Source: an optimization exercise on an open RTL-to-GDS flow (aim: small area, a short achievable clock period and few clock cycles). Production flows keep margins and buffers that such runs may drop.
Only simulation tests tie the RTL to the original design; equivalence was not proved.
Power figures rest on the tool's default switching activity, not on a simulated workload.

==> design/flow/run.sh <==
#!/bin/bash
# synth_recipe.tcl (not shown) runs the flow's synth.tcl, then flattens the netlist and writes it again
# the make line also repeats each setting of config.mk as NAME=value (left out here)
make -C /OpenROAD-flow-scripts/flow DESIGN_CONFIG=/design/flow/config.mk WORK_HOME=/design/flow/orfs CLKGATE_MAP_FILE= SYNTH_SCRIPT=/design/flow/synth_recipe.tcl finish
==> design/flow/config.mk <==
export PLATFORM = sky130hd
export DESIGN_NAME = mips_cpu
export DESIGN_NICKNAME = mips_cpu
export VERILOG_FILES = /design/flow/design.v
export SDC_FILE = /design/flow/constraint.sdc
export NUM_CORES = 4
export LEC_CHECK = 0
export CAP_MARGIN = 20
export CORE_MARGIN = 2
export CORE_UTILIZATION = 40
export PLACE_DENSITY = 0.6
export SETUP_SLACK_MARGIN = 0.3
export SLEW_MARGIN = 20
==> design/flow/constraint.sdc <==
create_clock -name core_clock -period 9.0 [get_ports {clk}]
set_input_delay 1.8000 -clock core_clock [delete_from_list [all_inputs] [get_ports {clk}]]
set_output_delay 1.8000 -clock core_clock [all_outputs]
set_load 0.01 [all_outputs]
==> design/flow/design.v <==
package mips_isa_pkg;
    typedef enum logic [5:0] {
        OP_SPECIAL = 6'h00,
        OP_BEQ     = 6'h04,
        OP_BNE     = 6'h05,
        OP_ADDIU   = 6'h09,
        OP_LUI     = 6'h0f,
        OP_LW      = 6'h23,
        OP_SW      = 6'h2b
    } opcode_e;
    typedef enum logic [5:0] {
        F_JR   = 6'h08,
        F_ADDU = 6'h21,
        F_SUBU = 6'h23,
        F_AND  = 6'h24,
        F_OR   = 6'h25,
        F_SLT  = 6'h2a
    } funct_e;
    typedef enum logic [2:0] {
        ALU_ADD,
        ALU_SUB,
        ALU_AND,
        ALU_OR,
        ALU_SLT,
        ALU_LUI
    } alu_op_e;
    typedef struct packed {
        logic [4:0] rd;
        logic [4:0] shamt;
        logic [5:0] funct;
    } r_fields_t;
    typedef union packed {
        r_fields_t   r;
        logic [15:0] imm16;
    } instr_lo_t;
    typedef struct packed {
        logic [5:0] opcode;
        logic [4:0] rs;
        logic [4:0] rt;
        instr_lo_t  lo;
    } instr_t;
    typedef struct packed {
        alu_op_e alu_op;
        logic    b_is_imm;
        logic    imm_zero_ext;
        logic    reg_write;
        logic    dst_is_rt;
        logic    mem_read;
        logic    mem_write;
        logic    is_branch;
        logic    branch_ne;
        logic    is_jr;
    } ctrl_t;
endpackage
package avalon_pkg;
    parameter int ADDR_W = 32;
    parameter int DATA_W = 32;
    typedef struct packed {
        logic [ADDR_W-1:0]   address;
        logic                read;
        logic                write;
        logic [DATA_W-1:0]   writedata;
        logic [DATA_W/8-1:0] byteenable;
    } avalon_req_t;
endpackage
module cpu_control_fsm
(
    input  logic              clk,
    input  logic              rst_n,
    input  logic              waitrequest,
    input  logic [avalon_pkg::DATA_W-1:0] readdata,
    input  logic [31:0]       pc,
    input  logic [31:0]       alu_result,
    input  logic [31:0]       rt_data,
    input  logic              halting,
    output avalon_pkg::avalon_req_t       bus,
    output mips_isa_pkg::instr_t            instr,
    output mips_isa_pkg::ctrl_t             ctrl,
    output logic              ir_load,
    output logic              pc_advance,
    output logic              reg_we,
    output logic              load_sel,
    output logic              active
);
    function automatic mips_isa_pkg::ctrl_t decode(mips_isa_pkg::instr_t i);
        mips_isa_pkg::ctrl_t c;
        c = '0;
        case (i.opcode)
            mips_isa_pkg::OP_SPECIAL: begin
                c.reg_write = 1'b1;
                case (i.lo.r.funct)
                    mips_isa_pkg::F_ADDU:  c.alu_op = mips_isa_pkg::ALU_ADD;
                    mips_isa_pkg::F_SUBU:  c.alu_op = mips_isa_pkg::ALU_SUB;
                    mips_isa_pkg::F_AND:   c.alu_op = mips_isa_pkg::ALU_AND;
                    mips_isa_pkg::F_OR:    c.alu_op = mips_isa_pkg::ALU_OR;
                    mips_isa_pkg::F_SLT:   c.alu_op = mips_isa_pkg::ALU_SLT;
                    mips_isa_pkg::F_JR: begin
                        c.reg_write = 1'b0;
                        c.is_jr = 1'b1;
                    end
                    default: c.reg_write = 1'b0;
                endcase
            end
            mips_isa_pkg::OP_ADDIU: begin
                c.b_is_imm = 1'b1;
                c.reg_write = 1'b1;
                c.dst_is_rt = 1'b1;
            end
            mips_isa_pkg::OP_LUI: begin
                c.alu_op = mips_isa_pkg::ALU_LUI;
                c.b_is_imm = 1'b1;
                c.imm_zero_ext = 1'b1;
                c.reg_write = 1'b1;
                c.dst_is_rt = 1'b1;
            end
            mips_isa_pkg::OP_BEQ: c.is_branch = 1'b1;
            mips_isa_pkg::OP_BNE: begin
                c.is_branch = 1'b1;
                c.branch_ne = 1'b1;
            end
            mips_isa_pkg::OP_LW: begin
                c.b_is_imm = 1'b1;
                c.reg_write = 1'b1;
                c.dst_is_rt = 1'b1;
                c.mem_read = 1'b1;
            end
            mips_isa_pkg::OP_SW: begin
                c.b_is_imm = 1'b1;
                c.mem_write = 1'b1;
            end
            default: c = '0;
        endcase
        decode = c;
    endfunction
    typedef enum logic [1:0] {
        FETCH,
        EXEC,
        MEM,
        DONE
    } state_e;
    state_e state;
    logic   fetch_armed;
    logic   mem_access;
    always_ff @(posedge clk) begin
        if (!rst_n) begin
            fetch_armed <= 1'b0;
        end else begin
            fetch_armed <= 1'b1;
        end
    end
    assign mem_access = ctrl.mem_read | ctrl.mem_write;
    assign ir_load    = (state == FETCH) && fetch_armed && !waitrequest;
    assign load_sel   = (state == MEM);
    assign active     = (state != DONE);
    assign pc_advance = ((state == EXEC) && !mem_access) || ((state == MEM) && !waitrequest);
    assign reg_we = ((state == EXEC) && ctrl.reg_write && !ctrl.mem_read)
                 || ((state == MEM) && ctrl.mem_read && !waitrequest);
    always_comb begin
        bus = '0;
        bus.byteenable = '1;
        case (state)
            FETCH: begin
                bus.read    = fetch_armed;
                bus.address = pc;
            end
            MEM: begin
                bus.read      = ctrl.mem_read;
                bus.write     = ctrl.mem_write;
                bus.address   = alu_result;
                bus.writedata = rt_data;
            end
            default: bus.read = 1'b0;
        endcase
    end
    always_ff @(posedge clk) begin
        if (!rst_n) begin
            state <= FETCH;
            ctrl  <= '0;
        end else begin
            case (state)
                FETCH: begin
                    if (ir_load) begin
                        ctrl  <= decode(mips_isa_pkg::instr_t'(readdata));
                        state <= EXEC;
                    end
                end
                EXEC: begin
                    if (mem_access) begin
                        state <= MEM;
                    end else begin
                        state <= halting ? DONE : FETCH;
                    end
                end
                MEM: begin
                    if (!waitrequest) begin
                        state <= halting ? DONE : FETCH;
                    end
                end
                default: state <= DONE;
            endcase
        end
    end
    always_ff @(posedge clk) begin
        if (ir_load) begin
            instr <= mips_isa_pkg::instr_t'(readdata);
        end
    end
endmodule
module pc_sequencer #(
    parameter logic [31:0] RESET_VECTOR = 32'h0000_0004
) (
    input  logic        clk,
    input  logic        rst_n,
    input  logic        pc_advance,
    input  logic        branch_taken,
    input  logic        is_jr,
    input  logic [31:0] branch_target,
    output logic [31:0] pc,
    output logic        halting
);
    logic [31:0] pending_pc;
    logic        pending_valid;
    logic        halt_pending;
    logic        redirect;
    assign redirect = branch_taken | is_jr;
    always_ff @(posedge clk) begin
        if (!rst_n) begin
            pc            <= RESET_VECTOR;
            pending_valid <= 1'b0;
            halt_pending  <= 1'b0;
        end else if (pc_advance) begin
            pc            <= pending_valid ? pending_pc : pc + 32'd4;
            pending_valid <= redirect;
            halt_pending  <= is_jr && (branch_target == 32'd0);
        end
    end
    always_ff @(posedge clk) begin
        if (pc_advance && redirect) begin
            pending_pc <= branch_target;
        end
    end
    assign halting = halt_pending;
endmodule
module register_file (
    input  logic        clk,
    input  logic        rst_n,
    input  logic        we,
    input  logic [4:0]  ra,
    input  logic [4:0]  rb,
    input  logic [4:0]  wa,
    input  logic [31:0] wd,
    output logic [31:0] rs_data,
    output logic [31:0] rt_data,
    output logic [31:0] v0
);
    logic [31:0] regs [32];
    always_ff @(posedge clk) begin
        if (!rst_n) begin
            for (int i = 0; i < 32; i++) begin
                regs[i] <= '0;
            end
        end else if (we && (wa != 5'd0)) begin
            regs[wa] <= wd;
        end
    end
    assign rs_data = regs[ra];
    assign rt_data = regs[rb];
    assign v0 = regs[2];
endmodule
module alu_branch_unit
(
    input  mips_isa_pkg::ctrl_t       ctrl,
    input  mips_isa_pkg::instr_t      instr,
    input  logic [31:0] pc,
    input  logic [31:0] rs_data,
    input  logic [31:0] rt_data,
    output logic [31:0] result,
    output logic        branch_taken,
    output logic [31:0] branch_target
);
    logic [31:0] imm_sext;
    logic [31:0] imm_ext;
    logic [31:0] op_b;
    logic        rs_eq_rt;
    assign imm_sext = {{16{instr.lo.imm16[15]}}, instr.lo.imm16};
    assign imm_ext  = ctrl.imm_zero_ext ? {16'd0, instr.lo.imm16} : imm_sext;
    assign op_b     = ctrl.b_is_imm ? imm_ext : rt_data;
    always_comb begin
        case (ctrl.alu_op)
            mips_isa_pkg::ALU_ADD: result = rs_data + op_b;
            mips_isa_pkg::ALU_SUB: result = rs_data - op_b;
            mips_isa_pkg::ALU_AND: result = rs_data & op_b;
            mips_isa_pkg::ALU_OR:  result = rs_data | op_b;
            mips_isa_pkg::ALU_SLT: result = {31'd0, $signed(rs_data) < $signed(op_b)};
            mips_isa_pkg::ALU_LUI: result = {op_b[15:0], 16'd0};
            default: result = rs_data + op_b;
        endcase
    end
    assign rs_eq_rt     = (rs_data == rt_data);
    assign branch_taken = ctrl.is_branch && (rs_eq_rt != ctrl.branch_ne);
    assign branch_target = ctrl.is_jr ? rs_data : pc + 32'd4 + {imm_sext[29:0], 2'b00};
endmodule
module mips_cpu_top
#(
    parameter logic [31:0] RESET_VECTOR = 32'h0000_0004
) (
    input  logic              clk,
    input  logic              rst_n,
    input  logic              waitrequest,
    input  logic [avalon_pkg::DATA_W-1:0] readdata,
    output avalon_pkg::avalon_req_t       bus,
    output logic              active,
    output logic [31:0]       register_v0
);
    mips_isa_pkg::instr_t      instr;
    mips_isa_pkg::ctrl_t       ctrl;
    logic        pc_advance;
    logic        reg_we;
    logic        load_sel;
    logic [31:0] pc;
    logic        halting;
    logic [31:0] alu_result;
    logic        branch_taken;
    logic [31:0] branch_target;
    logic [31:0] rs_data;
    logic [31:0] rt_data;
    logic [4:0]  wa;
    logic [31:0] wd;
    assign wa = ctrl.dst_is_rt ? instr.rt : instr.lo.r.rd;
    assign wd = load_sel ? readdata : alu_result;
    cpu_control_fsm u_ctrl (
        .clk         (clk),
        .rst_n       (rst_n),
        .waitrequest (waitrequest),
        .readdata    (readdata),
        .pc          (pc),
        .alu_result  (alu_result),
        .rt_data     (rt_data),
        .halting     (halting),
        .bus         (bus),
        .instr       (instr),
        .ctrl        (ctrl),
        .ir_load     (),
        .pc_advance  (pc_advance),
        .reg_we      (reg_we),
        .load_sel    (load_sel),
        .active      (active)
    );
    pc_sequencer #(
        .RESET_VECTOR (RESET_VECTOR)
    ) u_pc (
        .clk           (clk),
        .rst_n         (rst_n),
        .pc_advance    (pc_advance),
        .branch_taken  (branch_taken),
        .is_jr         (ctrl.is_jr),
        .branch_target (branch_target),
        .pc            (pc),
        .halting       (halting)
    );
    register_file u_regs (
        .clk     (clk),
        .rst_n   (rst_n),
        .we      (reg_we),
        .ra      (instr.rs),
        .rb      (instr.rt),
        .wa      (wa),
        .wd      (wd),
        .rs_data (rs_data),
        .rt_data (rt_data),
        .v0      (register_v0)
    );
    alu_branch_unit u_alu (
        .ctrl          (ctrl),
        .instr         (instr),
        .pc            (pc),
        .rs_data       (rs_data),
        .rt_data       (rt_data),
        .result        (alu_result),
        .branch_taken  (branch_taken),
        .branch_target (branch_target)
    );
endmodule
module mips_cpu (
    input  logic        clk,
    input  logic        rst_n,
    input  logic        waitrequest,
    input  logic [31:0] readdata,
    output logic [31:0] address,
    output logic        read,
    output logic        write,
    output logic [31:0] writedata,
    output logic [3:0]  byteenable,
    output logic        active,
    output logic [31:0] register_v0
);
    avalon_pkg::avalon_req_t bus;
    mips_cpu_top #(
        .RESET_VECTOR (32'h0000_0004)
    ) u_cpu (
        .clk         (clk),
        .rst_n       (rst_n),
        .waitrequest (waitrequest),
        .readdata    (readdata),
        .bus         (bus),
        .active      (active),
        .register_v0 (register_v0)
    );
    assign address    = bus.address;
    assign read       = bus.read;
    assign write      = bus.write;
    assign writedata  = bus.writedata;
    assign byteenable = bus.byteenable;
endmodule
==> results by group <==
Final layout
  • Layout cells sized above 1: 21.9%
  • Commonest non-fill, non-tap cell in the layout: nor2_1
  • Final-layout fill cell count: between 10k and 15k
  • Area grow syn2layout: 16.1%
  • Most frequent cells in the layout: nor2_1 (1228), edfxtp_1 (1082), mux4_2 (454), buf_4 (342), nand2_1 (223)
  • Nets: between 5k and 6k
  • Post-route cell area: 76300 µm²

GRT
  • Initial antenna violation count: 10
  • Congestion Overflow GR: 0
  • First-pass GRT wire length: around 400 mm
  • Overall routing resource usage: 34.0%
  • Largest net degree at the start of global routing: 65
  • Vias in the first global route: 50.7k

Floorplanning
  • Ports: about 140
  • Num rows: between 100 and 150
  • Chip Height: 409 µm
  • Die Span X: 409 µm
  • Initial Util: 40.3%
  • Die area: around 170000 µm²
  • Area of the core: around 160000 µm²

Routing
  • Vias per cell: 6.63
  • Metal-1 WL: 103 mm
  • Wire length per cell: 36.4 µm
  • Router iterations before antenna repair: 6
  • DRC: 0
  • Top Layer Used: met5
  • Post-Route WL: slightly below 300 mm
  • Initial DRC count: 8398
  • Met3 WL: 38.4 mm
  • Vias: 52.9k
  • Post-route ant nets: 0
  • Met2 wire length: 128 mm

Worst hold path
  • Min-delay worst type: reg2reg

Pwr
  • Peak VDD IR: 0.000219 V
  • Power per cell area: 214 nW/µm²
  • Static Leak: between 0.02 and 0.03 µW

Clock tree
  • Post-CTS Hold Buffers: 0
  • Sink Count: around 1.1k
  • Clock buffer depth: 3
  • Clk Latency, worst-skew pair: a little over 0.8 ns
  • Max H-tree Level: 4
  • Inserted Clock Buffers: 132
  • CTS tree: done
  • CTS Root Cell: clkbuf_16
  • Worst-path clk slew: ~0.06 ns

STA
  • Period utilization: 96.2%
  • Max Freq: between 100 and 150 MHz
  • Unrepaired setup endpoints after global routing: true
  • Worst hold margin: 0.447 ns
  • Slew headroom: about 14%
  • Least-Margin Pin Slew: about 1.3 ns
  • Fin. max-slew vios: 0
  • Worst Skew: 0.0616 ns
  • Tmin final: 8.66 ns
  • Final Hold Vio Count: 0
  • Post-Route Setup TNS: 0 ns
  • Final setup fails: 0

Synth
  • Post-synth top area share: 49.4%
  • Sequential share of the synthesized area: roughly half
  • Syn Area/Cell: 11.9 µm²
  • Cell type with the largest total area after synthesis: edfxtp_1
  • Area contributors post-synth: edfxtp_1 (49%), mux4_2 (16%), nor2_1 (7.0%), mux2i_1 (3.4%), ha_1 (2.4%)
  • Synth Flop Type: edfxtp_1
  • Post-Syn Instances: 5516
  • Post-Syn Area: roughly 66000 µm²
  • Synth Warn #: 4
  • EDFF count, synth: 1082
  • Fraction of registers with async set or reset after synthesis: 0%
  • Synthesis-stage register bit count: about 1.1k
  • Distinct cells, synth: 87

Worst setup path
  • CP Capture Type: output port
  • Req. time, crit path: 7.20 ns
  • Type of origin of the critical path: flop
  • Arr. time, crit path: 6.86 ns
  • R2R setup slack: 2.47 ns
  • CP Class: reg2out
  • CP Max Fanout: 19

Placed design
  • DP HPWL: 187 mm
  • Port buffer count: around 130
  • GPL Wtd Cong: 1.01
  • Post-DP Area: 71000 µm²

Run
  • Max Cap Violations: 0

Run status
  • Run status: complete, no violations
where the power goes:
group,switching [µW],total [µW],internal [µW]
Sequential,130,6110,5980
Combinational,3200,4670,1470
Clock,2410,5560,3150
Total,5740,16300,10600
sequential cells by signal (all words and copies together) (netlist names), 2 cells and up, named ones only:
name / cells
u_cpu.u_ctrl.ctrl: 12
u_cpu.u_ctrl.state: 2
u_cpu.u_regs.regs: 1024
u_cpu.u_ctrl.instr: 26
u_cpu.u_pc.pc: 32
u_cpu.u_pc.pending_pc: 32
critical path, stage by stage, from the launching register on:
cell and delay (ns):
dfxtp_2 0.62, buf_6 0.37, buf_4 0.38, and2_1 0.46, a22oi_1 0.27, o21ai_2 0.42
inv_1 0.09, ha_1 0.46, and4_1 0.35, nand3_1 0.12, inv_1 0.06, and2_1 0.13
a311o_2 0.44, nor3_4 0.21, o31ai_2 0.17, and3_1 0.21, a211oi_1 0.28, nand3_1 0.22
a21oi_1 0.21, clkdlybuf4s50_1 0.56
area by class of cell:
type                            instances  area, µm²  area share, %
Clock buffer                          157       3410           4.46
Sequential cell                      1141      33700           44.2
Timing Repair Buffer                  516       4740           6.22
Antenna cell                            4       10.0         0.0131
Clock inverter                         83        976           1.28
Multi-Input combinational cell       3767      30200           39.6
Tap cell                             2175       2720           3.57
Inverter                              141        532          0.697
Yosys cell counts, types with 27 or more instances:
master	count
o21a_1	31
buf_2	113
edfxtp_1	1082
a31oi_1	34
mux4_2	454
nor2_1	1233
ha_1	126
nand3_1	59
mux2i_1	223
mux2_2	44
xnor2_1	48
nand2_1	282
nand2b_1	29
dfxtp_1	59
nor3_1	130
a21o_1	38
clkbuf_1	324
a22oi_1	74
buf_1	28
o21ai_0	101
o22ai_1	65
nand4_1	30
inv_1	134
xor2_1	33
a211oi_1	60
and2_1	35
nor2b_1	40
and3_1	27
a21oi_1	195
a221oi_1	35
final timing paths:
kind | startpoint | end | cells past startpoint
worst max-delay path | flop | address[27] | 19
worst min-delay path | u_cpu.u_ctrl.instr[24] | flop | 2
worst max register to register | flop | u_cpu.u_regs.regs[21][25] | 22
worst min register to register | u_cpu.u_ctrl.instr[24] | flop | 2
cells by family after synthesis:
kind of cell,count (synthesis),share of synthesized area (%)
AO/OA/AOI/OAI,839,8.67
XOR/XNOR,81,1.08
adder cells (fa/ha/maj),129,2.49
buffers and inverters,642,4.14
flip-flops,1141,51.2
multiplexers,722,19.7
other,2,0.0114
AND/OR/NAND/NOR,1960,12.7
through the flow:
stage          instances  utilization [%]  power (µW)  worst slack [ns]
6_report            7984             46.8       16300             0.338
5_1_grt             7980             46.8       16700             0.230
4_1_cts             7969             46.6       16100             0.209
3_5_place_dp        7694             43.6       10500             0.274
3_3_place_gp        7693             43.5       10500             0.347
2_1_floorplan       5550                -        8670              2.20
repair_timing:
item | CTS | global route
setup endpoints to repair | 23 | 13
pin swaps | 4 | 9
gates resized for setup | 29 | 51
buffers inserted | 34 | 5
cloned | 1 | 2
layer usage:
layer | vias to the layer above | GRT usage (%)
li1 | 21089 | -
met1 | 26708 | 42.8
met2 | 4092 | 51.4
met3 | 998 | 10.8
met4 | 12 | 20.1
met5 | - | 0
Testbench counts, summed over its fixed seeds: cycles 72,934.

port drivers added, routing unchanged:
The results above use ideal ports. As a check the final layout listed here was re-extracted and re-timed, cells and wires unchanged. Step 1, drivers: a clkbuf_16 drives clk and a buf_2 each remaining input, both assumed. Step 2 adds t to the input delays and takes it off the output delays; t is the mean of the earliest and latest rising clock arrival at the registers after step 1. Input paths then give back, and output paths get back, about the clock's delay inside the block. Three values: ideal, step 1, step 2; two values: the first two.
t, ns: 0.868
setup WS [ns]: 0.338 / 0.259 / 1.127
worst hold slack (ns): 0.447 / 0.447 / 0.447
latest minus earliest clock arrival (ns): 0.062 / 0.062
cell pins on the clock port's net: 1
After both steps this run still meets setup and hold. For this run, drivers alone change the setup slack by -0.079 ns; drivers and shift together by +0.789 ns.
